This design comes from an exercise in tuning for small area on the open sky130 flow, not from production work.
RTL that was checked went through simulation tests only; none was proved equivalent to the original.
Function not checked in runs 1 to 4 and 7 to 10: the RTL went through the layout flow alone.
Power is estimated from default activity; no workload was simulated.

**flow/run.sh**
```bash
#!/bin/bash
# Layout flow: the standard ORFS flow (the standard.sh) with
#  - port buffers of the smallest buffer cell,
#  - each data input pin placed next to the output pin it feeds (io.tcl),
#  - a clock tree of small buffers without dummy loads.
export IO_CONSTRAINTS="$PWD/flow/io.tcl"
export BUFFER_PORTS_ARGS="-buffer_cell sky130_fd_sc_hd__buf_1"
export CTS_ARGS="-sink_clustering_enable -repair_clock_nets -dont_use_dummy_load -buf_list {sky130_fd_sc_hd__clkbuf_8} -sink_clustering_size 20 -sink_clustering_max_diameter 60"
export RECOVER_POWER=100
bash standard.sh > standard.log 2>&1
```
**flow/io.tcl**
```tcl
# Keep each data input pin next to the output pin of the register it feeds,
# so every data bit's buffer-register-buffer chain stays at the die edge.
for {set i 0} {$i < 256} {incr i} {
  set_io_pin_constraint -group -order -pin_names [list "gbuff_a\[$i\]" "wr_data_a\[$i\]"]
  set_io_pin_constraint -group -order -pin_names [list "gbuff_b\[$i\]" "wr_data_b\[$i\]"]
  set_io_pin_constraint -group -order -pin_names [list "rd_data\[$i\]" "gbuff_out\[$i\]"]
}
```
**standard.sh**
```bash
#!/bin/bash
# synth_recipe.tcl (not shown) runs the flow's synth.tcl, then flattens the netlist and writes it again
# the make line also repeats each setting of config.mk as NAME=value (left out here)
make -C /OpenROAD-flow-scripts/flow DESIGN_CONFIG=/design/flow/config.mk WORK_HOME=/design/flow/orfs CLKGATE_MAP_FILE= SYNTH_SCRIPT=/design/flow/synth_recipe.tcl "${@:-finish}"
```
**config.mk**
```make
export PLATFORM = sky130hd
export DESIGN_NAME = tpu_io_ctrl
export DESIGN_NICKNAME = tpu_io_ctrl
export VERILOG_FILES = /design/flow/design.v
export SDC_FILE = /design/flow/constraint.sdc
export NUM_CORES = 4
export LEC_CHECK = 0
export ABC_AREA = 1
export CAP_MARGIN = 20
export CORE_AREA = 10 10 450 450
export DIE_AREA = 0 0 460 460
export SLEW_MARGIN = 20
```
**constraint.sdc**
```tcl
create_clock -name core_clock -period 5.0 [get_ports {clk}]
set_input_delay 1.0000 -clock core_clock [delete_from_list [all_inputs] [get_ports {clk}]]
set_output_delay 1.0000 -clock core_clock [all_outputs]
set_load 0.01 [all_outputs]
```
**design.v**
```verilog
module tpu_io_ctrl #(
  parameter int WORD_SIZE = 256,
  parameter int ROWS      = 32,
  localparam int ADDR_W   = (ROWS > 1) ? $clog2(ROWS) : 1
) (
  input  logic                 clk,
  input  logic                 rst,
  input  logic                 in_valid,
  input  logic [WORD_SIZE-1:0] gbuff_a,
  input  logic [WORD_SIZE-1:0] gbuff_b,
  input  logic [4:0]           m,
  input  logic [4:0]           n,
  input  logic [4:0]           k,
  output logic                 wr_en,
  output logic [ADDR_W-1:0]    wr_addr,
  output logic [WORD_SIZE-1:0] wr_data_a,
  output logic [WORD_SIZE-1:0] wr_data_b,
  output logic                 start,
  output logic [4:0]           m_o,
  output logic [4:0]           n_o,
  output logic [4:0]           k_o,
  input  logic                 done,
  output logic                 rd_en,
  output logic [ADDR_W-1:0]    rd_addr,
  input  logic [WORD_SIZE-1:0] rd_data,
  output logic                 out_valid,
  output logic [WORD_SIZE-1:0] gbuff_out,
  output logic                 busy,
  output logic                 proto_err
);
  localparam logic [ADDR_W-1:0] LAST_ROW = ADDR_W'(ROWS - 1);
  logic                 load_q;       
  logic                 run_q;        
  logic                 rd_valid_q;   
  logic                 rd_idle_q;    
  logic [ADDR_W-1:0]    cnt_q;        
  logic [WORD_SIZE-1:0] shared_n_q;   
  logic read_ph;    
  logic accept;     
  logic last;       
  logic done_ok;    
  assign wr_addr = cnt_q;
  assign rd_addr = cnt_q;
  assign read_ph = rd_en | out_valid;
  assign busy    = load_q | run_q | read_ph;
  assign accept  = in_valid & ~run_q & ~read_ph;
  assign last    = accept & load_q & (cnt_q == ADDR_W'(ROWS - 2));
  assign start   = run_q & (cnt_q == LAST_ROW);
  assign done_ok = done & run_q & ~start;
  assign wr_data_a = ~shared_n_q;
  assign gbuff_out = ~(shared_n_q | {WORD_SIZE{~out_valid}});
  logic              cnt_keep;
  logic [ADDR_W:0]   cnt_cy;
  logic [ADDR_W-1:0] cnt_nxt;
  assign cnt_keep  = load_q | rd_en;
  assign cnt_cy[0] = in_valid | rd_en;
  for (genvar i = 0; i < ADDR_W; i++) begin : g_cnt
    assign cnt_nxt[i]  = cnt_keep & (cnt_q[i] ^ cnt_cy[i]);
    assign cnt_cy[i+1] = cnt_cy[i] & cnt_q[i];
  end
  always_ff @(posedge clk or posedge rst) begin
    if (rst) begin
      load_q    <= 1'b0;
      run_q     <= 1'b0;
      wr_en     <= 1'b0;
      rd_en     <= 1'b0;
      out_valid <= 1'b0;
      proto_err <= 1'b0;
    end else begin
      load_q    <= (load_q | accept) & ~last;
      run_q     <= last | (run_q & ~done_ok);
      wr_en     <= accept;
      rd_en     <= done_ok | (rd_en & (cnt_q != LAST_ROW));
      out_valid <= rd_valid_q;
      if ((done & ~run_q) | (in_valid & (run_q | read_ph))) proto_err <= 1'b1;
    end
  end
  always_ff @(posedge clk) begin
    shared_n_q <= ~((rd_data | {WORD_SIZE{rd_idle_q}}) & (gbuff_a | {WORD_SIZE{rd_valid_q}}));
    wr_data_b  <= gbuff_b;
    rd_valid_q <= rd_en;
    rd_idle_q  <= ~rd_en;
    cnt_q      <= cnt_nxt;
    if (!busy) begin
      m_o <= m;
      n_o <= n;
      k_o <= k;
    end
  end
endmodule
```
==> flow_metrics.tcl, run 1 <==
set metrics [dict create \
    viasPerCell 2.93 \
    nets 3796 \
    io-pin-count 1586 \
    use_met2 0.123 \
    met3_usage 0.0286 \
    ys_warn_count 1 \
    slew_headroom -0.773 \
    cp-start-kind "register" \
    grt_pass1_wl_mm 113 \
    drc 0 \
    synth_cell_types 18 \
    wl_mm 81.9 \
    fin_crit_ns 3.54 \
    crit_arrival_ns 2.54 \
    numCtsBuffers 42 \
    placed_area_um2 24100 \
    area_growth_pct 59.9 \
    syn_area_per_cell_um2 10.6 \
    core_area_um2 193000 \
    nFillCells 22284 \
    path_cells "inv_8, clkbuf_1, nor2_1, clkbuf_1" \
    finClkSkew_ns 0.0553 \
    globalRoute.busiestLayer "met2" \
    hold_path.class "primary input to async pin" \
    clock_sink_count 540 \
    synthTopCellsByCount "dfxtp_1 (519), inv_1 (270), nor2_1 (269)" \
    status "failed layout checks" \
    dpl.hpwl_mm 69.2 \
    drv_slew 55 \
    fmax_mhz 282 \
    layout-drive-gt1-share 0.0170 \
    clk_pin_slew_worst_paths_ns 0.11 \
    async_flop_share 0.0111 \
    gr-total-overflow 0 \
    synth.area.top_cells "dfxtp_1 (67%), o22ai_1 (10%), inv_1 (6.6%)" \
    maxCapViolCount 1 \
    ant_nets 0 \
    critPathCaptureType "output pin" \
    slowest_stage "inv_8" \
    ys_ff_latch 540 \
    globalplace.congestion 1.01 \
    tightest_slew_ns 2.66 \
    crit_fanout 112 \
    fin_setup_tns_ns 0 \
    design_area_um2 24600 \
    cts_tree "built" \
    ctsResizeCount 0 \
    rows 161 \
    cts_hold_buf 0 \
    grt_max_degree 115 \
    cts_root_buf "clkbuf_8" \
    die_h_um 460 \
    start_util 0.0800 \
    synth.most_common_cell "dfxtp_1" \
    required_ns 4.00 \
    final.period_utilization 0.708 \
    vias 16215 \
    r2r_cells 2 \
    r2r-start "rd_valid_q" \
    synth_edf_count 15 \
    wl_per_cell_um 14.8 \
    synth-main-ff-cell "dfxtp_1" \
    cts.path.max_buffers 3 \
    synth_top_area_frac 0.675 \
    max_stage_delay_ns 0.55 \
    die_area_um2 212000 \
    first_pass_iters 7 \
    yosysSeqAreaShare 0.714 \
    p_leak_nw 9.01 \
    path_common_cell "clkbuf_1" \
    use_met1 0.0694 \
    r2r_setup_slack_ns 1.90 \
    drt_iter0_drc 969 \
    fin_cells 5534 \
    powerDensity_nw_per_um2 535 \
    synthesis.nets 2241 \
    clk_latency_ns 0.71 \
    grt_pass1_vias 17495 \
    netlist_area_um2 15400 \
    antenna_found_initial 9 \
    cts_setup_buffers 0 \
    rsz0062_at_grt "false" \
    setup_viol 0 \
    r2r_end "shared_n_q[124]" \
    cts.htree.levels 2 \
    die_w_um 460 \
    numPortBuffers 1585 \
    path_class "register to output pin" \
    grt_use_total 0.0693 \
    whs_ns 0.161 \
    irDropWorstVdd_mv 0.260 \
    syn_inst 1450 \
    dp_cells 5487 \
    synth_area_leader_cell "dfxtp_1" \
    power.total_mw 13.2 \
    failed_checks "capacitance limit, slew limit" \
    finalHoldViolCount 0 \
]
layout make-up:
cell class,instances,area (µm²),area share
flip-flops and latches,540,11000,0.446
repair buffers,1600,6100,0.248
well taps,2526,3160,0.128
multi-input cells,551,2760,0.112
inverters,270,1020,0.0414
clock buffers,42,578,0.0235
diodes,5,12.5,0.000508
logic make-up (layout without fill, tap and decap cells):
logic type,after synthesis,in the layout,synth area share
AO/OA/AOI/OAI,261,261,0.106
adder cells (fa/ha/maj),4,4,0.00325
buffers and inverters,359,1912,0.107
flip-flops,540,540,0.714
other,0,5,0
AND/OR/NAND/NOR,286,286,0.0704
state kept, by name, summed over array words and instances (netlist names):
name / count
run_q: 1
k_o: 5
proto_err: 1
out_valid: 1
rd_en: 1
m_o: 5
rd_idle_q: 1
rd_valid_q: 1
cnt_q: 5
shared_n_q: 256
load_q: 1
wr_en: 1
n_o: 5
wr_data_b: 256
layer usage:
layer | up-vias | routed length, µm
li1 | 7676 | -
met1 | 7387 | 28200
met2 | 1026 | 41200
met3 | 126 | 9130
met4 | 0 | 3440
met5 | - | 0
power by group:
part / total [mW] / switching, mW / internal (mW) / leakage [nW]
clock: 2.11 / 1.36 / 0.750 / 0.302
sequential: 5.97 / 0.751 / 5.22 / 4.58
combinational: 5.09 / 3.43 / 1.66 / 4.13
worst max-delay path by stage:
| stage | startpoint | endpoint | slack [ns] | depth (start not counted) |
|---|---|---|---|---|
| floorplan | rd_en | busy | 2.43 | 4 |
| CTS | out_valid | gbuff_out[71] | 1.41 | 4 |
| global route | out_valid | busy | 1.17 | 6 |
| detailed placement | out_valid | gbuff_out[71] | 2.33 | 4 |
| finish | out_valid | gbuff_out[120] | 1.46 | 4 |
| global placement | out_valid | gbuff_out[71] | 2.36 | 4 |
worst max-delay path: cells and delay by family (launching register included):
kind	cells	cell delay, ns
buf+inv	3	1.23
flops	1	0.47
simple gates	1	0.09
per-stage QoR:
stage,utilization,worst slack (ns)
floorplan,-,2.43
global placement,0.125,2.36
detailed placement,0.125,2.33
CTS,0.128,1.41
global route,0.128,1.17
finish,0.128,1.46
layout by cell type (no fill, tap or decap), types with 10 or more instances in the layout:
cell,instances
clkbuf_1,18
nor2_1,270
o22ai_1,257
nand2_1,10
buf_1,1576
dfxtp_1,518
edfxtp_1,15
clkbuf_8,42
inv_1,269
==> run 2, diff against run 1 <==
--- a/flow/run.sh
+++ b/flow/run.sh
@@ -6,5 +6,5 @@
 export IO_CONSTRAINTS="$PWD/flow/io.tcl"
 export BUFFER_PORTS_ARGS="-buffer_cell sky130_fd_sc_hd__buf_1"
 export CTS_ARGS="-sink_clustering_enable -repair_clock_nets -dont_use_dummy_load -buf_list {sky130_fd_sc_hd__clkbuf_8} -sink_clustering_size 20 -sink_clustering_max_diameter 60"
-export RECOVER_POWER=100
+
 bash standard.sh > standard.log 2>&1
==> flow_metrics.tcl, run 2 <==
set metrics [dict create \
    area_growth_pct 60.2 \
    clock_sink_count 540 \
    numPortBuffers 1585 \
    synth_edf_count 15 \
    drv_slew 0 \
    gr-total-overflow 0 \
    fin_setup_tns_ns 0 \
    cts_setup_buffers 0 \
    critPathCaptureType "output pin" \
    dpl.hpwl_mm 69.2 \
    crit_fanout 113 \
    power.share.clock 0.160 \
    combPwrFrac 0.387 \
    cts.path.max_buffers 3 \
    ys_warn_count 1 \
    ctsResizeCount 0 \
    grt_use_total 0.0693 \
    rows 161 \
    die_area_um2 212000 \
    irDropWorstVdd_mv 0.259 \
    globalRoute.busiestLayer "met2" \
    netlist_area_um2 15400 \
    finClkSkew_ns 0.0572 \
    setup_viol 0 \
    layout-drive-gt1-share 0.0206 \
    wl_per_cell_um 14.8 \
    start_util 0.0800 \
    viasPerCell 2.94 \
    maxCapViolCount 0 \
    final_common_cell "buf_1" \
    pwr-share-seq 0.453 \
    synth.most_common_cell "dfxtp_1" \
    fin_cells 5535 \
    r2r_setup_slack_ns 3.16 \
    grt_pass1_wl_mm 113 \
    switching_share 0.420 \
    fmax_mhz 290 \
    drc 0 \
    first_pass_iters 5 \
    final_cell_mix "buf_1 (1,585), dfxtp_1 (517), nor2_1 (269), inv_1 (269), o22ai_1 (257)" \
    antenna_found_initial 9 \
    met3_usage 0.0286 \
    syn_inst 1450 \
    p_int_mw 7.64 \
    hold_path.class "primary input to async pin" \
    yosysSeqAreaShare 0.714 \
    synth_top_area_frac 0.675 \
    globalplace.congestion 1.01 \
    core_area_um2 193000 \
    clk_pin_slew_worst_paths_ns 0.11 \
    syn_area_per_cell_um2 10.6 \
    r2r_cells 2 \
    synth.area.top_cells "dfxtp_1 (67%), o22ai_1 (10%), inv_1 (6.6%)" \
    use_met2 0.123 \
    die_h_um 460 \
    cts_tree "built" \
    synthTopCellsByCount "dfxtp_1 (519), inv_1 (270), nor2_1 (269)" \
    grt_max_degree 115 \
    wl_mm 81.9 \
    dp_cells 5487 \
    fin_crit_ns 3.45 \
    p_leak_nw 9.05 \
    cts_root_buf "clkbuf_8" \
    synthesis.nets 2241 \
    cts.htree.levels 2 \
    io-pin-count 1586 \
    synth-main-ff-cell "dfxtp_1" \
    async_flop_share 0.0111 \
    synth_cell_types 18 \
    crit_arrival_ns 2.45 \
    slew_headroom 0.440 \
    use_met1 0.0694 \
    die_w_um 460 \
    ys_ff_latch 540 \
    nets 3796 \
    p_sw_mw 5.54 \
    cp-start-kind "register" \
    path_class "register to output pin" \
    cts_hold_buf 0 \
    final.period_utilization 0.691 \
    clk_latency_ns 0.72 \
    r2r-start "rd_valid_q" \
    drt_iter0_drc 954 \
    vias 16250 \
    rsz0062_at_grt "false" \
    powerDensity_nw_per_um2 534 \
    grt_pass1_vias 17495 \
    synth_area_leader_cell "dfxtp_1" \
    largestRegisters "shared_n_q (256), wr_data_b (256)" \
    ant_nets 0 \
    tightest_slew_ns 0.840 \
    numCtsBuffers 42 \
    required_ns 4.00 \
    status "no timing/DRC/antenna violations" \
    r2r_end "shared_n_q[22]" \
    finalHoldViolCount 0 \
]
run 2: changes by cell type in the layout (fill, tap and decap cells not counted), sizes merged:
cell	before	now
buf	1582	1600
clkbuf	60	42
diode	5	6
run 2: metal layers:
layer | part of all wire | wire length [µm] | up-vias
li1 | - | - | 7678
met1 | 0.34 | 28000 | 7412
met2 | 0.51 | 41500 | 1037
met3 | 0.11 | 9190 | 123
met4 | 0.039 | 3170 | 0
met5 | 0 | 0 | -
run 2: area by class of cell:
type,instances,area (µm²)
fillers,22279,168000
flip-flops and latches,540,11000
repair buffers,1600,6140
well taps,2526,3160
multi-input cells,551,2770
inverters,270,1020
clock buffers,42,578
diodes,6,15.0
run 2: how the worst max path moves through the flow:
stage / start / to / slack (ns) / cells after the start
6_report: out_valid / gbuff_out[7] / 1.55 / 4
5_1_grt: out_valid / gbuff_out[7] / 1.32 / 4
4_1_cts: out_valid / gbuff_out[71] / 1.41 / 4
3_5_place_dp: out_valid / gbuff_out[71] / 2.33 / 4
3_3_place_gp: out_valid / gbuff_out[71] / 2.36 / 4
2_1_floorplan: rd_en / busy / 2.43 / 4
run 2: power groups by stage:
stage / Combinational [mW] / Clock, mW / Sequential [mW]
after detailed placement: 5.18 / 0 / 6.05
after floorplan: 3.03 / 0 / 5.71
after global routing: 5.61 / 2.44 / 6.06
after global placement: 5.13 / 0 / 6.06
final: 5.10 / 2.11 / 5.97
after CTS: 5.20 / 2.30 / 5.96
run 2: cell families after synthesis:
kind of cell    after synthesis  synth area share
buf+inv                     359             0.107
fa+ha+maj                     4           0.00325
simple gates                286            0.0704
flops                       540             0.714
compound gates              261             0.106
run 2: stage by stage:
| step | hold slack, ns | setup slack, ns | utilization | total power [mW] | instance area, µm² |
|---|---|---|---|---|---|
| after floorplan | 0.359 | 2.43 | - | 8.75 | 15400 |
| after global placement | 0.458 | 2.36 | 0.125 | 11.2 | 24100 |
| after detailed placement | 0.471 | 2.33 | 0.125 | 11.2 | 24100 |
| after CTS | 0.00900 | 1.41 | 0.128 | 13.5 | 24700 |
| after global routing | 0.0730 | 1.32 | 0.128 | 14.1 | 24700 |
| final | 0.159 | 1.55 | 0.128 | 13.2 | 24700 |
run 2: critical path, stage by stage (launching register included):
cell and delay [ns]:
dfrtp_1 0.47, inv_8 0.56, buf_12 0.34, nor2_1 0.08, buf_1 0.14
==> run 3, diff against run 2 <==
==> flow/io.tcl (replaced) <==
# Keep the pins of each data bit together, so every bit's buffers and
# registers stay at the die edge next to its pins: gbuff_a, rd_data,
# wr_data_a and gbuff_out share one register per bit; gbuff_b feeds wr_data_b.
for {set i 0} {$i < 256} {incr i} {
  set_io_pin_constraint -group -order -pin_names [list "gbuff_a\[$i\]" "rd_data\[$i\]" "wr_data_a\[$i\]" "gbuff_out\[$i\]"]
  set_io_pin_constraint -group -order -pin_names [list "gbuff_b\[$i\]" "wr_data_b\[$i\]"]
}
==> flow_metrics.tcl, run 3 <==
set metrics [dict create \
    start_util 0.0800 \
    netlist_area_um2 15400 \
    synth.area.top_cells "dfxtp_1 (67%), o22ai_1 (10%), inv_1 (6.6%)" \
    async_flop_share 0.0111 \
    synth.most_common_cell "dfxtp_1" \
    yosysSeqAreaShare 0.714 \
    synth_top_area_frac 0.675 \
    synth_area_leader_cell "dfxtp_1" \
    haltStage "3_2_place_iop" \
    synth_edf_count 15 \
    die_w_um 460 \
    synthesis.nets 2241 \
    syn_area_per_cell_um2 10.6 \
    die_h_um 460 \
    status "did not finish" \
    synth_cell_types 18 \
    syn_inst 1450 \
    synth-main-ff-cell "dfxtp_1" \
    synthTopCellsByCount "dfxtp_1 (519), inv_1 (270), nor2_1 (269)" \
    ys_warn_count 1 \
    error "[ERROR PPL-0086] Pin group of size 4 was not assigned." \
    ys_ff_latch 540 \
    rows 161 \
]
==> run 3: cell counts after synthesis <==
No cell type changed its count.
==> run 3: cell families after synthesis <==
kind of cell               Yosys count  share of synthesized area
buffers and inverters              359                      0.107
AOI/OAI and AO/OA                  261                      0.106
DFF                                540                      0.714
adders and majority gates            4                    0.00325
and+or+nand+nor                    286                     0.0704
==> run 4, diff against run 3 <==
--- a/config.mk
+++ b/config.mk
@@ -7,6 +7,6 @@
 export LEC_CHECK = 0
 export ABC_AREA = 1
 export CAP_MARGIN = 20
-export CORE_AREA = 10 10 450 450
-export DIE_AREA = 0 0 460 460
+export CORE_AREA = 10 10 490 490
+export DIE_AREA = 0 0 500 500
 export SLEW_MARGIN = 20
==> flow_metrics.tcl, run 4 <==
set metrics [dict create \
    start_util 0.0671 \
    yosys.area_share.xor_xnor 0 \
    rows 176 \
    haltStage "3_2_place_iop" \
    status "did not finish" \
    netlist_area_um2 15400 \
    synthMuxAreaShare 0 \
    synth_top_family_by_area "buffers and inverters" \
    syn_area_per_cell_um2 10.6 \
    ys_ff_latch 540 \
    synthTopCellsByCount "dfxtp_1 (519), inv_1 (270), nor2_1 (269)" \
    async_flop_share 0.0111 \
    synth_top_area_frac 0.675 \
    ys_warn_count 1 \
    synth-main-ff-cell "dfxtp_1" \
    syn_inst 1450 \
    synthAdderAreaFrac 0.00325 \
    error "[ERROR PPL-0086] Pin group of size 4 was not assigned." \
    synthSimpleGateAreaFrac 0.0704 \
    die_h_um 500 \
    synth_area_leader_cell "dfxtp_1" \
    synthesis.nets 2241 \
    synth_edf_count 15 \
    synth.area.top_cells "dfxtp_1 (67%), o22ai_1 (10%), inv_1 (6.6%)" \
    synth_compound_area_frac 0.106 \
    synth_cell_types 18 \
    synth.most_common_cell "dfxtp_1" \
    yosysSeqAreaShare 0.714 \
    die_w_um 500 \
]
[run 4: cell counts after synthesis]
No cell type changed its count.
[run 4: cell families after synthesis]
group | Yosys count
DFF | 540
AOI/OAI and AO/OA | 261
buffers and inverters | 359
adders and majority gates | 4
and+or+nand+nor | 286
==> run 5, diff against run 4 <==
--- a/design.v
+++ b/design.v
@@ -33,6 +33,7 @@
   logic                 run_q;        
   logic                 rd_valid_q;   
   logic                 rd_idle_q;    
+  logic                 out_idle_q;   
   logic [ADDR_W-1:0]    cnt_q;        
   logic [WORD_SIZE-1:0] shared_n_q;   
   logic read_ph;    
@@ -48,7 +49,7 @@
   assign start   = run_q & (cnt_q == LAST_ROW);
   assign done_ok = done & run_q & ~start;
   assign wr_data_a = ~shared_n_q;
-  assign gbuff_out = ~(shared_n_q | {WORD_SIZE{~out_valid}});
+  assign gbuff_out = ~(shared_n_q | {WORD_SIZE{out_idle_q}});
   logic              cnt_keep;
   logic [ADDR_W:0]   cnt_cy;
   logic [ADDR_W-1:0] cnt_nxt;
@@ -80,6 +81,7 @@
     wr_data_b  <= gbuff_b;
     rd_valid_q <= rd_en;
     rd_idle_q  <= ~rd_en;
+    out_idle_q <= ~rd_valid_q;
     cnt_q      <= cnt_nxt;
     if (!busy) begin
       m_o <= m;
==> flow/run.sh (replaced) <==
#!/bin/bash
# Layout flow: the standard ORFS flow (the standard.sh) with
#  - port buffers of the smallest buffer cell,
#  - each data input pin placed next to the output pin it feeds (io.tcl),
#  - a clock tree of small buffers without dummy loads.
export IO_CONSTRAINTS="$PWD/flow/io.tcl"
export BUFFER_PORTS_ARGS="-buffer_cell sky130_fd_sc_hd__buf_1"
export CTS_ARGS="-sink_clustering_enable -repair_clock_nets -dont_use_dummy_load -buf_list {sky130_fd_sc_hd__clkbuf_16} -sink_clustering_buffer sky130_fd_sc_hd__clkbuf_8 -sink_clustering_size 20 -sink_clustering_max_diameter 100"
export PLACE_PINS_ARGS="-min_distance 1 -min_distance_in_tracks"
bash standard.sh > standard.log 2>&1
--- a/config.mk
+++ b/config.mk
@@ -7,6 +7,6 @@
 export LEC_CHECK = 0
 export ABC_AREA = 1
 export CAP_MARGIN = 20
-export CORE_AREA = 10 10 490 490
-export DIE_AREA = 0 0 500 500
+export CORE_AREA = 10 10 390 390
+export DIE_AREA = 0 0 400 400
 export SLEW_MARGIN = 20
==> flow_metrics.tcl, run 5 <==
set metrics [dict create \
    synthSimpleGateAreaFrac 0.0701 \
    netlist_area_um2 15500 \
    ys_ff_latch 541 \
    error "[ERROR PPL-0086] Pin group of size 2 was not assigned." \
    synth_area_leader_cell "dfxtp_1" \
    async_flop_share 0.0111 \
    yosys.area_share.xor_xnor 0 \
    synthAdderAreaFrac 0.00323 \
    haltStage "3_2_place_iop" \
    synth-main-ff-cell "dfxtp_1" \
    synth_edf_count 15 \
    die_h_um 400 \
    status "did not finish" \
    ys_warn_count 1 \
    synthMuxAreaShare 0 \
    synth_cell_types 19 \
    rows 139 \
    synth.most_common_cell "dfxtp_1" \
    synth_top_area_frac 0.671 \
    syn_area_per_cell_um2 10.7 \
    syn_inst 1452 \
    synth_compound_area_frac 0.106 \
    yosysSeqAreaShare 0.710 \
    die_w_um 400 \
    synthTopCellsByCount "dfxtp_1 (520), inv_1 (270), nor2_1 (268)" \
    synth_top_family_by_area "buffers and inverters" \
    start_util 0.108 \
    synthesis.nets 2243 \
    synth.area.top_cells "dfxtp_1 (67%), o22ai_1 (10%), inv_1 (6.5%)" \
]
[run 5: logic make-up after synthesis]
family	count (synthesis)
fa+ha+maj	4
buf+inv	360
flops	541
simple gates	286
compound gates	261
==> run 6, diff against run 5 <==
--- a/flow/run.sh
+++ b/flow/run.sh
@@ -6,5 +6,5 @@
 export IO_CONSTRAINTS="$PWD/flow/io.tcl"
 export BUFFER_PORTS_ARGS="-buffer_cell sky130_fd_sc_hd__buf_1"
 export CTS_ARGS="-sink_clustering_enable -repair_clock_nets -dont_use_dummy_load -buf_list {sky130_fd_sc_hd__clkbuf_16} -sink_clustering_buffer sky130_fd_sc_hd__clkbuf_8 -sink_clustering_size 20 -sink_clustering_max_diameter 100"
-export PLACE_PINS_ARGS="-min_distance 1 -min_distance_in_tracks"
+
 bash standard.sh > standard.log 2>&1
==> flow/io.tcl (replaced) <==
# Keep each data input pin next to the output pin of the register it feeds,
# so every data bit's buffer-register-buffer chain stays at the die edge.
for {set i 0} {$i < 256} {incr i} {
  set_io_pin_constraint -group -order -pin_names [list "gbuff_a\[$i\]" "wr_data_a\[$i\]"]
  set_io_pin_constraint -group -order -pin_names [list "gbuff_b\[$i\]" "wr_data_b\[$i\]"]
  set_io_pin_constraint -group -order -pin_names [list "rd_data\[$i\]" "gbuff_out\[$i\]"]
}
--- a/config.mk
+++ b/config.mk
@@ -7,6 +7,6 @@
 export LEC_CHECK = 0
 export ABC_AREA = 1
 export CAP_MARGIN = 20
-export CORE_AREA = 10 10 390 390
-export DIE_AREA = 0 0 400 400
+export CORE_AREA = 10 10 450 450
+export DIE_AREA = 0 0 460 460
 export SLEW_MARGIN = 20
==> flow_metrics.tcl, run 6 <==
set metrics [dict create \
    finalHoldViolCount 0 \
    setup_viol 0 \
    numPortBuffers 1585 \
    cp-start-kind "register" \
    fin_cells 5520 \
    synth_area_leader_cell "dfxtp_1" \
    rows 161 \
    nFillCells 22168 \
    crit_cells 3 \
    cp_top_family "flip-flops" \
    status "no timing/DRC/antenna violations" \
    drt_iter0_drc 954 \
    synth_edf_count 15 \
    die_h_um 460 \
    drv_slew 0 \
    async_flop_share 0.0111 \
    core_area_um2 193000 \
    first_pass_iters 5 \
    required_ns 4.00 \
    p_leak_nw 9.10 \
    crit_arrival_ns 2.19 \
    grt_use_total 0.0624 \
    wl_per_cell_um 13.5 \
    synth.area.top_cells "dfxtp_1 (67%), o22ai_1 (10%), inv_1 (6.5%)" \
    largestRegisters "shared_n_q (256), wr_data_b (256)" \
    cts.htree.levels 2 \
    cts_setup_buffers 0 \
    nets 3783 \
    crit_buf_inv 2 \
    max_stage_delay_ns 0.65 \
    fin_setup_tns_ns 0 \
    grt_max_degree 149 \
    die_area_um2 212000 \
    syn_area_per_cell_um2 10.7 \
    critPathCaptureType "output pin" \
    ant_nets 0 \
    wl_mm 74.4 \
    start_util 0.0805 \
    netlist_area_um2 15500 \
    io-pin-count 1586 \
    layout-drive-gt1-share 0.0167 \
    drc 0 \
    numCtsBuffers 35 \
    synth-main-ff-cell "dfxtp_1" \
    final_common_cell "buf_1" \
    vias 15979 \
    ys_warn_count 1 \
    tightest_slew_ns 1.13 \
    clk_latency_ns 0.61 \
    crit_fanout 111 \
    synth.most_common_cell "dfxtp_1" \
    slew_headroom 0.249 \
    hold_path.class "primary input to async pin" \
    final.period_utilization 0.639 \
    finClkSkew_ns 0.0763 \
    cts_root_buf "clkbuf_16" \
    ctsResizeCount 0 \
    clock_sink_count 541 \
    yosysSeqAreaShare 0.710 \
    antenna_found_initial 10 \
    slowest_stage "dfxtp_4" \
    cts.path.max_buffers 3 \
    area_growth_pct 58.6 \
    rsz0062_at_grt "false" \
    dpl.hpwl_mm 61.9 \
    cts_tree "built" \
    r2r_setup_slack_ns 3.13 \
    r2r_cells 2 \
    die_w_um 460 \
    fin_crit_ns 3.19 \
    fmax_mhz 313 \
    gr-total-overflow 0 \
    synth_top_area_frac 0.671 \
    dp_cells 5481 \
    final_cell_mix "buf_1 (1,585), dfxtp_1 (517), inv_1 (270)" \
    cts_hold_buf 0 \
    clk_pin_slew_worst_paths_ns 0.11 \
    viasPerCell 2.89 \
    powerDensity_nw_per_um2 527 \
    globalplace.congestion 0.974 \
    maxCapViolCount 0 \
    path_cells "buf_12, nor2_1, buf_1" \
    path_class "register to output pin" \
    synthTopCellsByCount "dfxtp_1 (520), inv_1 (270), nor2_1 (268)" \
    grt_pass1_wl_mm 104 \
    syn_inst 1452 \
    synth_cell_types 19 \
    synthesis.nets 2243 \
    grt_pass1_vias 17058 \
    ys_ff_latch 541 \
    irDropWorstVdd_mv 0.301 \
]
[run 6: cell counts after synthesis]
Identical to the previous run, type by type.
[run 6: worst paths after layout]
kind | endpoint | start
max | gbuff_out[180] | out_idle_q
min | wr_en | rst
max reg2reg | shared_n_q[125] | rd_idle_q
min reg2reg | proto_err | proto_err
max in group asynchronous | out_valid | rst
min in group core_clock | wr_data_b[228] | gbuff_b[228]
[run 6: cells by family after synthesis]
family / after synthesis / synth area share
simple gates: 286 / 0.0701
buf+inv: 360 / 0.111
fa+ha+maj: 4 / 0.00323
flops: 541 / 0.710
compound gates: 261 / 0.106
[run 6: area by class of cell]
| class | instances | area [µm²] | share of cell area |
|---|---|---|---|
| clock buffer | 35 | 538 | 0.0219 |
| tap | 2526 | 3160 | 0.129 |
| antenna | 4 | 10.0 | 0.000407 |
| multi-input combinational | 551 | 2770 | 0.113 |
| inverter | 270 | 1010 | 0.0412 |
| timing repair buffer | 1593 | 6070 | 0.247 |
| sequential | 541 | 11000 | 0.448 |
[run 6: metal layers]
metal  track usage  share of wire
met1        0.0602           0.33
met2         0.114           0.51
met3        0.0255           0.11
met4        0.0302          0.040
met5             0              0
[run 6: through the flow]
stage | hold WS (ns) | instance area (µm²) | total power, mW | utilization | setup WS (ns)
after floorplan | 0.345 | 15500 | 8.81 | - | 2.46
after global placement | 0.459 | 24000 | 11.0 | 0.125 | 2.48
after detailed placement | 0.466 | 24000 | 11.1 | 0.125 | 2.43
after CTS | 0.161 | 24600 | 13.3 | 0.128 | 1.74
after global routing | 0.199 | 24600 | 13.9 | 0.128 | 1.63
final | 0.265 | 24600 | 13.0 | 0.128 | 1.81
[run 6: power by group]
group | leakage [nW] | total, mW | switching (mW) | internal [mW]
Clock | 0.277 | 2.08 | 1.35 | 0.728
Sequential | 4.59 | 5.96 | 0.726 | 5.23
Combinational | 4.23 | 4.93 | 3.31 | 1.62
Total | 9.10 | 13.0 | 5.39 | 7.58
==> run 7, diff against run 6 <==
--- a/design.v
+++ b/design.v
@@ -32,33 +32,18 @@
   logic                 load_q;       
   logic                 run_q;        
   logic                 rd_valid_q;   
-  logic                 rd_idle_q;    
-  logic                 out_idle_q;   
-  logic [ADDR_W-1:0]    cnt_q;        
-  logic [WORD_SIZE-1:0] shared_n_q;   
+  logic [WORD_SIZE-1:0] rdata_q;      
   logic read_ph;    
   logic accept;     
   logic last;       
   logic done_ok;    
-  assign wr_addr = cnt_q;
-  assign rd_addr = cnt_q;
   assign read_ph = rd_en | out_valid;
   assign busy    = load_q | run_q | read_ph;
   assign accept  = in_valid & ~run_q & ~read_ph;
-  assign last    = accept & load_q & (cnt_q == ADDR_W'(ROWS - 2));
-  assign start   = run_q & (cnt_q == LAST_ROW);
+  assign last    = accept & load_q & (wr_addr == ADDR_W'(ROWS - 2));
+  assign start   = run_q & (wr_addr == LAST_ROW);
   assign done_ok = done & run_q & ~start;
-  assign wr_data_a = ~shared_n_q;
-  assign gbuff_out = ~(shared_n_q | {WORD_SIZE{out_idle_q}});
-  logic              cnt_keep;
-  logic [ADDR_W:0]   cnt_cy;
-  logic [ADDR_W-1:0] cnt_nxt;
-  assign cnt_keep  = load_q | rd_en;
-  assign cnt_cy[0] = in_valid | rd_en;
-  for (genvar i = 0; i < ADDR_W; i++) begin : g_cnt
-    assign cnt_nxt[i]  = cnt_keep & (cnt_q[i] ^ cnt_cy[i]);
-    assign cnt_cy[i+1] = cnt_cy[i] & cnt_q[i];
-  end
+  assign gbuff_out = rdata_q & {WORD_SIZE{out_valid}};
   always_ff @(posedge clk or posedge rst) begin
     if (rst) begin
       load_q    <= 1'b0;
@@ -71,18 +56,18 @@
       load_q    <= (load_q | accept) & ~last;
       run_q     <= last | (run_q & ~done_ok);
       wr_en     <= accept;
-      rd_en     <= done_ok | (rd_en & (cnt_q != LAST_ROW));
+      rd_en     <= done_ok | (rd_en & (rd_addr != LAST_ROW));
       out_valid <= rd_valid_q;
       if ((done & ~run_q) | (in_valid & (run_q | read_ph))) proto_err <= 1'b1;
     end
   end
   always_ff @(posedge clk) begin
-    shared_n_q <= ~((rd_data | {WORD_SIZE{rd_idle_q}}) & (gbuff_a | {WORD_SIZE{rd_valid_q}}));
+    wr_data_a  <= gbuff_a;
     wr_data_b  <= gbuff_b;
+    rdata_q    <= rd_data;
     rd_valid_q <= rd_en;
-    rd_idle_q  <= ~rd_en;
-    out_idle_q <= ~rd_valid_q;
-    cnt_q      <= cnt_nxt;
+    wr_addr    <= load_q ? wr_addr + ADDR_W'(accept) : '0;
+    rd_addr    <= rd_en ? rd_addr + 1'b1 : '0;
     if (!busy) begin
       m_o <= m;
       n_o <= n;
==> flow/run.sh (replaced) <==
#!/bin/bash
# Layout flow: the standard ORFS flow (the standard.sh) with
#  - port buffers of the smallest buffer cell,
#  - each data input pin placed next to the output pin it feeds (io.tcl),
#  - a clock tree of small buffers without dummy loads.
export IO_CONSTRAINTS="$PWD/flow/io.tcl"
export BUFFER_PORTS_ARGS="-buffer_cell sky130_fd_sc_hd__buf_1"
export CTS_ARGS="-sink_clustering_enable -repair_clock_nets -dont_use_dummy_load -buf_list {sky130_fd_sc_hd__clkbuf_4 sky130_fd_sc_hd__clkbuf_8}"
bash standard.sh > standard.log 2>&1
--- a/config.mk
+++ b/config.mk
@@ -5,7 +5,6 @@
 export SDC_FILE = /design/flow/constraint.sdc
 export NUM_CORES = 4
 export LEC_CHECK = 0
-export ABC_AREA = 1
 export CAP_MARGIN = 20
 export CORE_AREA = 10 10 450 450
 export DIE_AREA = 0 0 460 460
==> flow_metrics.tcl, run 7 <==
set metrics [dict create \
    synth_area_leader_cell "dfxtp_1" \
    crit_fanout 260 \
    layout-drive-gt1-share 0.0446 \
    fin_setup_tns_ns 0 \
    drt_iter0_drc 361 \
    cts.htree.levels 3 \
    wl_per_cell_um 11.2 \
    setup_viol 0 \
    wl_mm 59.9 \
    clk_pin_slew_worst_paths_ns 0.06 \
    vias 13575 \
    io-pin-count 1586 \
    ys_warn_count 1 \
    fmax_mhz 288 \
    finClkSkew_ns 0.0160 \
    hold_path.class "primary input to register" \
    design_area_um2 28900 \
    syn_area_per_cell_um2 16.2 \
    path_cells "buf_12, and2_1, buf_1" \
    clock_sink_count 800 \
    status "no timing/DRC/antenna violations" \
    critPathCaptureType "output pin" \
    maxCapViolCount 0 \
    grt_pass1_wl_mm 84.8 \
    combPwrFrac 0.091 \
    p_sw_mw 2.91 \
    async_flop_share 0.00750 \
    cp-start-kind "register" \
    synthTopCellsByCount "dfxtp_1 (779), and2_1 (263), clkbuf_2 (22)" \
    crit_arrival_ns 2.47 \
    rows 161 \
    place_ws_ns 2.20 \
    ant_nets 0 \
    synth_top_area_frac 0.856 \
    netlist_area_um2 18200 \
    grt_max_degree 261 \
    core_area_um2 193000 \
    p_int_mw 9.30 \
    dp_cells 5209 \
    grt_use_total 0.0508 \
    die_h_um 460 \
    globalplace.congestion 0.713 \
    viasPerCell 2.54 \
    antenna_found_initial 3 \
    powerDensity_nw_per_um2 422 \
    dpl.hpwl_mm 48.1 \
    die_w_um 460 \
    ys_ff_latch 800 \
    switching_share 0.238 \
    rsz0062_at_grt "false" \
    synth-main-ff-cell "dfxtp_1" \
    irDropWorstVdd_mv 0.250 \
    synth.most_common_cell "dfxtp_1" \
    cts_root_buf "clkbuf_8" \
    pwr-share-seq 0.564 \
    clk_latency_ns 0.80 \
    numPortBuffers 1585 \
    die_area_um2 212000 \
    final_common_cell "buf_1" \
    finalHoldViolCount 0 \
    synth.area.top_cells "dfxtp_1 (86%), and2_1 (9.0%), edfxtp_1 (2.5%)" \
    cts_setup_buffers 0 \
    largestRegisters "rdata_q (256), wr_data_a (256), wr_data_b (256)" \
    drc 0 \
    fin_cells 5336 \
    slowest_stage "buf_12" \
    setup_ws_ns 1.53 \
    cts_tree "built" \
    start_util 0.0946 \
    numCtsBuffers 120 \
    grt_pass1_vias 15149 \
    synth_edf_count 15 \
    final_cell_mix "buf_1 (1,585), dfxtp_1 (779), and2_1 (263)" \
    first_pass_iters 4 \
    syn_inst 1124 \
    drv_slew 0 \
    p_leak_nw 10.4 \
    gr-total-overflow 0 \
    max_stage_delay_ns 0.47 \
    synthesis.nets 1915 \
    nets 3597 \
    synth_cell_types 24 \
    path_class "register to output pin" \
    final.period_utilization 0.694 \
    power.share.clock 0.346 \
    ctsResizeCount 0 \
    cts_hold_buf 1 \
    required_ns 4.00 \
    placed_area_um2 27200 \
    tightest_slew_ns 1.02 \
    area_growth_pct 58.7 \
    yosysSeqAreaShare 0.889 \
    slew_headroom 0.319 \
    cts.path.max_buffers 3 \
    fin_util 0.150 \
    fin_crit_ns 3.47 \
]
run 7: cell count changes after synthesis, sizes merged, moves of 86 or more:
| cell | before | now |
|---|---|---|
| buf | 89 | 3 |
| dfxtp | 520 | 779 |
| o22ai | 257 | 1 |
| inv | 270 | 5 |
| nor2 | 270 | 3 |
| and2 | 0 | 263 |
run 7: stage by stage:
step | power (mW) | hold WS, ns
5_1_grt | 12.9 | 0.109
3_3_place_gp | 8.14 | 0.315
6_report | 12.2 | 0.276
3_5_place_dp | 8.16 | 0.316
4_1_cts | 12.5 | 0.0854
2_1_floorplan | 7.50 | 0.316
run 7: layer usage:
metal	vias up	part of all wire	routed length (µm)	GRT usage
met3	138	0.14	8550	0.0330
met4	0	0.038	2260	0.0261
met1	5822	0.29	17500	0.0410
met2	863	0.53	31500	0.0931
li1	6752	-	-	-
met5	-	0	0	0
run 7: path summary, 6_finish.rpt:
check | start | to | slack, ns | depth (start not counted)
max in group asynchronous | rst | out_valid | 4.10 | 3
max reg2reg | out_valid | wr_addr[4] | 2.67 | 7
min | gbuff_a[125] | wr_data_a[125] | 0.28 | 1
min reg2reg | rd_valid_q | out_valid | 0.32 | 0
min in group asynchronous | rst | proto_err | 0.66 | 3
max | out_valid | gbuff_out[243] | 1.53 | 3
run 7: final cells by class:
cell class / count / area, µm²
Fill cell: 21710 / 164000
Sequential cell: 800 / 16200
Timing Repair Buffer: 1588 / 5990
Tap cell: 2526 / 3160
Multi-Input combinational cell: 291 / 1880
Clock buffer: 120 / 1650
Inverter: 5 / 18.8
Antenna cell: 6 / 15.0
run 7: logic make-up (layout without fill, tap and decap cells):
group	after synthesis	count (layout)	synth area share
xor+xnor	5	5	0.00240
fa+ha+maj	4	4	0.00275
compound gates	5	5	0.00185
flops	800	800	0.889
other cells	0	6	0
buf+inv	33	1713	0.00851
simple gates	277	277	0.0957
run 7: power by group through the flow:
stage / registers [mW] / clock network, mW / logic, mW
floorplan: 7.14 / 0 / 0.360
global placement: 7.01 / 0 / 1.14
detailed placement: 7.02 / 0 / 1.14
CTS: 6.89 / 4.51 / 1.15
global route: 6.92 / 4.79 / 1.23
finish: 6.88 / 4.22 / 1.11
run 7: worst max-delay path, delay by kind of cell (launching register included):
family                 cells  cell delay (ns)
buffers and inverters      2             0.68
flip-flops                 1             0.41
AND/OR/NAND/NOR            1             0.25
==> run 8, diff against run 7 <==
--- a/flow/run.sh
+++ b/flow/run.sh
@@ -4,6 +4,7 @@
 #  - each data input pin placed next to the output pin it feeds (io.tcl),
 #  - a clock tree of small buffers without dummy loads.
 export IO_CONSTRAINTS="$PWD/flow/io.tcl"
+export PLACE_PINS_ARGS="-min_distance 1 -min_distance_in_tracks"
 export BUFFER_PORTS_ARGS="-buffer_cell sky130_fd_sc_hd__buf_1"
 export CTS_ARGS="-sink_clustering_enable -repair_clock_nets -dont_use_dummy_load -buf_list {sky130_fd_sc_hd__clkbuf_4 sky130_fd_sc_hd__clkbuf_8}"
 bash standard.sh > standard.log 2>&1
--- a/config.mk
+++ b/config.mk
@@ -6,6 +6,6 @@
 export NUM_CORES = 4
 export LEC_CHECK = 0
 export CAP_MARGIN = 20
-export CORE_AREA = 10 10 450 450
-export DIE_AREA = 0 0 460 460
+export CORE_AREA = 10 10 330 330
+export DIE_AREA = 0 0 340 340
 export SLEW_MARGIN = 20
==> flow_metrics.tcl, run 8 <==
set metrics [dict create \
    status "no timing/DRC/antenna violations" \
    cp-start-kind "register" \
    slew_headroom 0.393 \
    setup_ws_ns 1.28 \
    syn_area_per_cell_um2 16.2 \
    drv_slew 0 \
    fin_crit_ns 3.72 \
    synth_cell_types 24 \
    numPortBuffers 1585 \
    nFillCells 10820 \
    cts_root_buf "clkbuf_8" \
    rows 117 \
    cts_tree "built" \
    synth_edf_count 15 \
    crit_fanout 146 \
    clock_sink_count 800 \
    synthAdderAreaFrac 0.00275 \
    grt_pass1_wl_mm 110 \
    final_cell_mix "buf_1 (1,585), dfxtp_1 (779), and2_1 (263)" \
    crit_arrival_ns 2.72 \
    tightest_slew_ns 0.911 \
    fin_util 0.272 \
    synth.most_common_cell "dfxtp_1" \
    area_growth_pct 51.9 \
    synth_compound_area_frac 0.00185 \
    ctsResizeCount 0 \
    design_area_um2 27700 \
    irDropWorstVdd_mv 0.247 \
    critPathCaptureType "output pin" \
    finClkSkew_ns 0.0181 \
    viasPerCell 3.64 \
    clk_pin_slew_worst_paths_ns 0.05 \
    p_sw_mw 3.06 \
    core_area_um2 102000 \
    synthSimpleGateAreaFrac 0.0957 \
    io-pin-count 1586 \
    cts_setup_buffers 0 \
    yosysSeqAreaShare 0.889 \
    final_common_cell "buf_1" \
    required_ns 4.00 \
    max_stage_delay_ns 0.97 \
    setup_viol 0 \
    gr-total-overflow 0 \
    r2r_setup_slack_ns 2.57 \
    wl_per_cell_um 19.0 \
    ys_ff_latch 800 \
    whs_ns 0.166 \
    powerDensity_nw_per_um2 453 \
    finalHoldViolCount 0 \
    synth_top_area_frac 0.856 \
    grt_use_total 0.130 \
    place_ws_ns 1.97 \
    largestRegisters "rdata_q (256), wr_data_a (256), wr_data_b (256)" \
    numCtsBuffers 130 \
    synthTopCellsByCount "dfxtp_1 (779), and2_1 (263), clkbuf_2 (22)" \
    path_class "register to output pin" \
    synth_area_leader_cell "dfxtp_1" \
    die_w_um 340 \
    crit_buf_inv 2 \
    async_flop_share 0.00750 \
    clk_latency_ns 0.72 \
    power.share.clock 0.356 \
    r2r-start "out_valid" \
    p_leak_nw 10.5 \
    vias 15356 \
    syn_inst 1124 \
    ys_warn_count 1 \
    netlist_area_um2 18200 \
    cts_hold_buf 0 \
    synth.area.top_cells "dfxtp_1 (86%), and2_1 (9.0%), edfxtp_1 (2.5%)" \
    combPwrFrac 0.092 \
    cts.path.max_buffers 3 \
    synth_top_family_by_area "simple AND/OR/NAND/NOR gates" \
    antenna_found_initial 34 \
    r2r_end "wr_addr[4]" \
    rsz0062_at_grt "false" \
    nets 3607 \
    maxCapViolCount 0 \
    synthMuxAreaShare 0 \
    synthesis.nets 1915 \
    dpl.hpwl_mm 61.9 \
    ant_nets 0 \
    hold_path.class "primary input to async pin" \
    placed_area_um2 25800 \
    fmax_mhz 269 \
    cts.htree.levels 4 \
    wl_mm 80.1 \
    final.period_utilization 0.745 \
    r2r_cells 7 \
    p_int_mw 9.49 \
    path_cells "buf_12, and2_1, buf_1" \
    fin_setup_tns_ns 0 \
    globalplace.congestion 0.883 \
    pwr-share-seq 0.551 \
    layout-drive-gt1-share 0.0483 \
    yosys.area_share.xor_xnor 0.00240 \
    drc 0 \
    die_area_um2 116000 \
    drt_iter0_drc 504 \
    grt_pass1_vias 16582 \
    first_pass_iters 5 \
    slowest_stage "dfrtp_4" \
    die_h_um 340 \
    cp_top_family "flip-flops" \
    start_util 0.179 \
    switching_share 0.244 \
    synth-main-ff-cell "dfxtp_1" \
    grt_max_degree 146 \
]
-- run 8: changes by cell type in the layout (fill, tap and decap cells not counted), sizes merged --
cell         change
dlygate4sd3      -1
buf              +1
clkbuf          +10
diode           +30
-- run 8: cell type report --
type                            instances  area [µm²]  share of cell area
Timing Repair Buffer                 1588        5980               0.216
Multi-Input combinational cell        291        1880              0.0680
Clock buffer                          130        1790              0.0647
Antenna cell                           36        90.1             0.00326
Tap cell                             1368        1710              0.0619
Sequential cell                       800       16200               0.585
Inverter                                5        18.8            0.000678
-- run 8: power by group through the flow --
stage          combinational [mW]  sequential [mW]  clock, mW
4_1_cts                      1.14             6.92       4.67
6_report                     1.16             6.92       4.47
2_1_floorplan               0.360             7.14          0
3_5_place_dp                 1.14             7.05          0
5_1_grt                      1.25             6.95       4.92
3_3_place_gp                 1.12             7.05          0
-- run 8: worst max path at each step --
stage                     startpoint        endpoint  slack, ns  depth (start not counted)
final                      out_valid  gbuff_out[241]       1.28                          3
after global routing       out_valid            busy       0.94                          5
after CTS                  out_valid            busy       1.08                          5
after detailed placement   out_valid            busy       1.97                          5
after global placement     out_valid            busy       1.99                          5
after floorplan            out_valid            busy       2.09                          3
-- run 8: cell families (layout without fill, tap and decap cells) --
| logic type | Yosys count | count (layout) |
|---|---|---|
| buf+inv | 33 | 1723 |
| flops | 800 | 800 |
| fa+ha+maj | 4 | 4 |
| simple gates | 277 | 277 |
| xor+xnor | 5 | 5 |
| other cells | 0 | 36 |
| compound gates | 5 | 5 |
-- run 8: metrics by stage --
step,cells,power (mW)
finish,4218,12.5
global route,4207,13.1
CTS,4182,12.7
detailed placement,4052,8.19
global placement,4052,8.17
floorplan,1124,7.50
-- run 8: routing by layer --
metal  global-route usage  up-vias  share of wire
met5             0.000416        -         0.0010
met4                0.165       14           0.12
met3                0.102      561           0.16
met2                0.165     1447           0.40
met1                0.116     6524           0.32
li1                     -     6810              -
==> run 9, diff against run 8 <==
==> flow/run.sh (replaced) <==
#!/bin/bash
# Layout flow: the standard ORFS flow (the standard.sh), with port
# buffers of the smallest buffer cell and a clock tree of small buffers
# without dummy loads.
export BUFFER_PORTS_ARGS="-buffer_cell sky130_fd_sc_hd__buf_1"
export CTS_ARGS="-sink_clustering_enable -repair_clock_nets -dont_use_dummy_load -buf_list {sky130_fd_sc_hd__clkbuf_4 sky130_fd_sc_hd__clkbuf_8}"
bash standard.sh > standard.log 2>&1
--- a/config.mk
+++ b/config.mk
@@ -6,6 +6,6 @@
 export NUM_CORES = 4
 export LEC_CHECK = 0
 export CAP_MARGIN = 20
-export CORE_AREA = 10 10 330 330
-export DIE_AREA = 0 0 340 340
+export CORE_AREA = 10 10 450 450
+export DIE_AREA = 0 0 460 460
 export SLEW_MARGIN = 20
removed: flow/io.tcl
==> flow_metrics.tcl, run 9 <==
set metrics [dict create \
    vias 17377 \
    critPathCaptureType "output pin" \
    worstHoldPathCells 1 \
    die_area_um2 212000 \
    wl_per_cell_um 42.1 \
    fin_crit_ns 3.88 \
    power.total_mw 13.9 \
    synth_cell_types 24 \
    rows 161 \
    viasPerCell 3.19 \
    cts.htree.levels 4 \
    drt_iter0_drc 1275 \
    synth.area.top_cells "dfxtp_1 (86%), and2_1 (9.0%), edfxtp_1 (2.5%)" \
    r2r_cells 7 \
    wl_mm 230 \
    slowest_stage "buf_1" \
    clock_sink_count 800 \
    gr-total-overflow 0 \
    hold_path.class "primary input to register" \
    area_growth_pct 62.4 \
    ys_warn_count 1 \
    start_util 0.0946 \
    grt_pass1_wl_mm 264 \
    path_cells "and4_1, nand3_1, inv_1, buf_1" \
    clk_latency_ns 0.90 \
    crit_arrival_ns 2.88 \
    nets 3630 \
    crit_cells 4 \
    finalHoldViolCount 0 \
    cts_setup_buffers 0 \
    synth-main-ff-cell "dfxtp_1" \
    fin_cells 5453 \
    irDropWorstVdd_mv 0.195 \
    fmax_mhz 258 \
    final_cell_mix "buf_1 (1,585), dfxtp_1 (779), and2_1 (263)" \
    syn_area_per_cell_um2 16.2 \
    clk_pin_slew_worst_paths_ns 0.05 \
    drv_slew 0 \
    synth_edf_count 15 \
    grt_max_degree 134 \
    synth_area_leader_cell "dfxtp_1" \
    ys_ff_latch 800 \
    die_w_um 460 \
    tightest_slew_ns 1.14 \
    first_pass_iters 5 \
    grt_use_total 0.207 \
    crit_fanout 5 \
    globalplace.congestion 1.19 \
    maxCapViolCount 0 \
    netlist_area_um2 18200 \
    synthTopCellsByCount "dfxtp_1 (779), and2_1 (263), clkbuf_2 (22)" \
    core_area_um2 193000 \
    final_common_cell "buf_1" \
    powerDensity_nw_per_um2 468 \
    grt_pass1_vias 17446 \
    numPortBuffers 1585 \
    antenna_found_initial 362 \
    largestRegisters "rdata_q (256), wr_data_a (256), wr_data_b (256)" \
    fin_setup_tns_ns 0 \
    async_flop_share 0.00750 \
    layout-drive-gt1-share 0.0557 \
    cp_top_family "buffers and inverters" \
    dp_cells 5210 \
    die_h_um 460 \
    whs_ns 0.184 \
    syn_inst 1124 \
    final.period_utilization 0.776 \
    cp-start-kind "register" \
    synth.most_common_cell "dfxtp_1" \
    required_ns 4.00 \
    synth_top_area_frac 0.856 \
    p_leak_nw 10.7 \
    yosysSeqAreaShare 0.889 \
    cts_tree "built" \
    io-pin-count 1586 \
    status "no timing/DRC/antenna violations" \
    path_class "register to output pin" \
    numCtsBuffers 151 \
    cts.path.max_buffers 3 \
    dpl.hpwl_mm 211 \
    finClkSkew_ns 0.0555 \
    synthesis.nets 1915 \
    drc 0 \
    setup_viol 0 \
    rsz0062_at_grt "false" \
    slew_headroom 0.241 \
    ant_nets 0 \
    cts_root_buf "clkbuf_8" \
    crit_buf_inv 2 \
    max_stage_delay_ns 0.85 \
]
==> run 9: cell counts after synthesis <==
Identical to the previous run, type by type.
==> run 9: layout make-up <==
cell class / instances / area [µm²]
diodes: 90 / 225
repair buffers: 1590 / 6020
inverters: 5 / 18.8
fillers: 21793 / 163000
well taps: 2526 / 3160
clock buffers: 151 / 2080
multi-input cells: 291 / 1880
flip-flops and latches: 800 / 16200
==> run 9: logic make-up (layout without fill, tap and decap cells) <==
family | after synthesis | after routing | synth area share
flip-flops | 800 | 800 | 0.889
AND/OR/NAND/NOR | 277 | 277 | 0.0957
buffers and inverters | 33 | 1746 | 0.00851
AO/OA/AOI/OAI | 5 | 5 | 0.00185
XOR/XNOR | 5 | 5 | 0.00240
adder cells (fa/ha/maj) | 4 | 4 | 0.00275
other | 0 | 90 | 0
==> run 9: routing by layer <==
metal  GRT usage  share of wire  up-vias
met1       0.174           0.29     7740
met5           0         0.0077        -
li1            -              -     6962
met2       0.342           0.47     1689
met3       0.191           0.19      720
met4      0.0772          0.039      266
==> run 9: path summary, 6_finish.rpt <==
| path | endpoint | slack [ns] | from |
|---|---|---|---|
| worst max-delay path | start | 1.12 | wr_addr[2] |
| worst min-delay path | wr_data_b[115] | 0.18 | gbuff_b[115] |
| worst max register to register | wr_addr[4] | 2.38 | out_valid |
| worst min register to register | out_valid | 0.32 | rd_valid_q |
| max in group asynchronous | out_valid | 4.07 | rst |
| min in group asynchronous | wr_en | 0.70 | rst |
==> run 9: worst reg2reg max path: cells and delay by family, from the launching register on <==
family                   cells  cell delay [ns]
XOR/XNOR                     1             0.15
adder cells (fa/ha/maj)      2             0.75
AND/OR/NAND/NOR              3             0.68
buffers and inverters        1             0.27
flip-flops                   1             0.68
==> run 9: per-stage QoR <==
stage | area (µm²) | utilization | worst slack [ns]
final | 29600 | 0.154 | 1.12
after global routing | 29400 | 0.153 | 0.893
after CTS | 29300 | 0.152 | 0.867
after detailed placement | 27200 | 0.141 | 1.89
after global placement | 27200 | 0.141 | 1.97
after floorplan | 18200 | - | 2.09
==> run 9: what timing repair did <==
action | CTS | global route
resized for setup | 0 | 0
hold buffers | 1 | 0
endpoints found under the hold margin | 6 | 0
==> run 9: power by group <==
group | total [mW] | switching [mW] | internal (mW)
Clock | 5.27 | 2.63 | 2.64
Combinational | 1.61 | 1.16 | 0.442
Sequential | 6.98 | 0.201 | 6.78
Total | 13.9 | 4.00 | 9.86
==> run 10, diff against run 9 <==
==> flow/run.sh (replaced) <==
#!/bin/bash
# Layout flow: the standard ORFS flow (the standard.sh), with port
# buffers of the smallest buffer cell.
export BUFFER_PORTS_ARGS="-buffer_cell sky130_fd_sc_hd__buf_1"
bash standard.sh > standard.log 2>&1
==> flow_metrics.tcl, run 10 <==
set metrics [dict create \
    status "no timing/DRC/antenna violations" \
    tightest_slew_ns 0.865 \
    die_h_um 460 \
    fin_crit_ns 3.57 \
    synthTopCellsByCount "dfxtp_1 (779), and2_1 (263), clkbuf_2 (22)" \
    fin_util 0.160 \
    synth_top_area_frac 0.856 \
    r2r_cells 7 \
    globalplace.congestion 1.19 \
    fin_cells 5470 \
    nets 3575 \
    cts.htree.levels 3 \
    die_area_um2 212000 \
    required_ns 4.00 \
    async_flop_share 0.00750 \
    cp_top_family "buffers and inverters" \
    synth.most_common_cell "dfxtp_1" \
    fin_setup_tns_ns 0 \
    crit_arrival_ns 2.57 \
    r2r-start "out_valid" \
    numPortBuffers 1585 \
    cts_hold_buf 0 \
    die_w_um 460 \
    ys_ff_latch 800 \
    wl_per_cell_um 41.9 \
    crit_buf_inv 4 \
    irDropWorstVdd_mv 0.249 \
    powerDensity_nw_per_um2 521 \
    path_cells "buf_16, nor4_4, buf_4, inv_1, buf_1" \
    cp-start-kind "register" \
    setup_ws_ns 1.43 \
    place_ws_ns 1.89 \
    numCtsBuffers 97 \
    drt_iter0_drc 1332 \
    viasPerCell 3.15 \
    max_stage_delay_ns 0.67 \
    start_util 0.0946 \
    wl_mm 229 \
    gr-total-overflow 0 \
    grt_use_total 0.207 \
    io-pin-count 1586 \
    setup_viol 0 \
    ys_warn_count 1 \
    maxCapViolCount 0 \
    largestRegisters "rdata_q (256), wr_data_a (256), wr_data_b (256)" \
    ctsResizeCount 0 \
    r2r_end "wr_addr[4]" \
    netlist_area_um2 18200 \
    vias 17215 \
    drc 0 \
    synth-main-ff-cell "dfxtp_1" \
    yosysSeqAreaShare 0.889 \
    cts.path.max_buffers 3 \
    drv_slew 0 \
    final_common_cell "buf_1" \
    cts_root_buf "clkbuf_16" \
    syn_area_per_cell_um2 16.2 \
    area_growth_pct 69.3 \
    core_area_um2 193000 \
    slowest_stage "dfrtp_4" \
    ant_nets 0 \
    crit_fanout 67 \
    critPathCaptureType "output pin" \
    synth_edf_count 15 \
    first_pass_iters 5 \
    synth_cell_types 24 \
    rsz0062_at_grt "false" \
    grt_pass1_wl_mm 264 \
    synth.area.top_cells "dfxtp_1 (86%), and2_1 (9.0%), edfxtp_1 (2.5%)" \
    rows 161 \
    r2r_setup_slack_ns 2.41 \
    final_cell_mix "buf_1 (1,585), dfxtp_1 (779), and2_1 (263)" \
    dpl.hpwl_mm 211 \
    grt_max_degree 134 \
    clock_sink_count 800 \
    clk_pin_slew_worst_paths_ns 0.06 \
    whs_ns 0.146 \
    grt_pass1_vias 17022 \
    finalHoldViolCount 0 \
    cts_tree "built" \
    p_leak_nw 11.2 \
    hold_path.class "primary input to async pin" \
    clk_latency_ns 0.76 \
    dp_cells 5210 \
    antenna_found_initial 365 \
    final.period_utilization 0.713 \
    layout-drive-gt1-share 0.0597 \
    cts_setup_buffers 0 \
    path_class "register to output pin" \
    fmax_mhz 280 \
    syn_inst 1124 \
    finClkSkew_ns 0.0389 \
    synthesis.nets 1915 \
    slew_headroom 0.425 \
    synth_area_leader_cell "dfxtp_1" \
]
[run 10: cell counts after synthesis]
No cell type changed its count.
[run 10: metal layers]
metal  vias to the layer above  wire, µm  global-route usage
met5                         -      1800                   0
met1                      7666     64600               0.173
li1                       6953         -                   -
met3                       661     45200               0.190
met4                       274      7520              0.0627
met2                      1661    110000               0.349
[run 10: per-stage QoR]
stage               cell area [µm²]  total power [mW]
finish                        30800              16.1
global placement              27200              8.73
CTS                           30600              16.4
global route                  30700              16.7
floorplan                     18200              7.50
detailed placement            27200              8.77
[run 10: area by class of cell]
type	count	area, µm²
clock buffer	119	2630
clock inverter	60	746
multi-input combinational	291	1880
antenna	80	200
inverter	5	18.8
sequential	800	16200
timing repair buffer	1589	6010
fill	21669	162000
tap	2526	3160
[run 10: worst max-delay path by stage]
stage / endpoint / from / slack (ns) / cells after the start
detailed placement: gbuff_out[177] / out_valid / 1.89 / 3
global placement: gbuff_out[81] / out_valid / 1.97 / 3
global route: start / wr_addr[2] / 1.18 / 4
finish: busy / out_valid / 1.43 / 5
CTS: gbuff_out[177] / out_valid / 1.04 / 3
floorplan: busy / out_valid / 2.09 / 3
[run 10: logic make-up (layout without fill, tap and decap cells)]
family / after synthesis / after routing / synth area share
compound gates: 5 / 5 / 0.00185
simple gates: 277 / 277 / 0.0957
flops: 800 / 800 / 0.889
fa+ha+maj: 4 / 4 / 0.00275
other cells: 0 / 80 / 0
buf+inv: 33 / 1773 / 0.00851
xor+xnor: 5 / 5 / 0.00240
[run 10: power by group]
part	internal (mW)	switching, mW
clock network	4.33	3.17
logic	0.442	1.15
registers	6.77	0.201
total	11.5	4.52
[run 10: worst register-to-register path: stages, from the launching register on]
cell     delay (ns)
dfrtp_4        0.67
buf_16         0.28
nor4b_4        0.42
ha_1           0.45
ha_1           0.28
nand3_1        0.11
xnor2_1        0.15
and2_1         0.15

==> what the ideal ports hide <==
The results above use ideal ports. As a check the final layouts listed here were re-extracted and re-timed, cells and wires unchanged. Step 1: set_driving_cell puts a clkbuf_16 on clk and a buf_2 on each other input, an assumption about the parent block. Step 2 adds t to the input delays and takes it off the output delays; t is the mean of the earliest and latest rising clock arrival at the registers after step 1. Input paths then give back, and output paths get back, about the clock's delay inside the block. a / b / c = ideal / step 1 / step 2; a / b = the first two.
run	t, ns	slack for setup (ns)	pins driven straight from the clock port
run 1	0.764	1.460 / 1.388 / 1.898	1
run 2	0.764	1.547 / 1.475 / 2.238	1
run 6	0.650	1.806 / 1.729 / 2.379	1
run 7	0.844	1.528 / 1.450 / 2.294	1
run 8	0.794	1.277 / 1.225 / 2.020	1
run 9	0.937	1.122 / 1.030 / 1.967	1
run 10	0.833	1.434 / 1.334 / 2.167	1
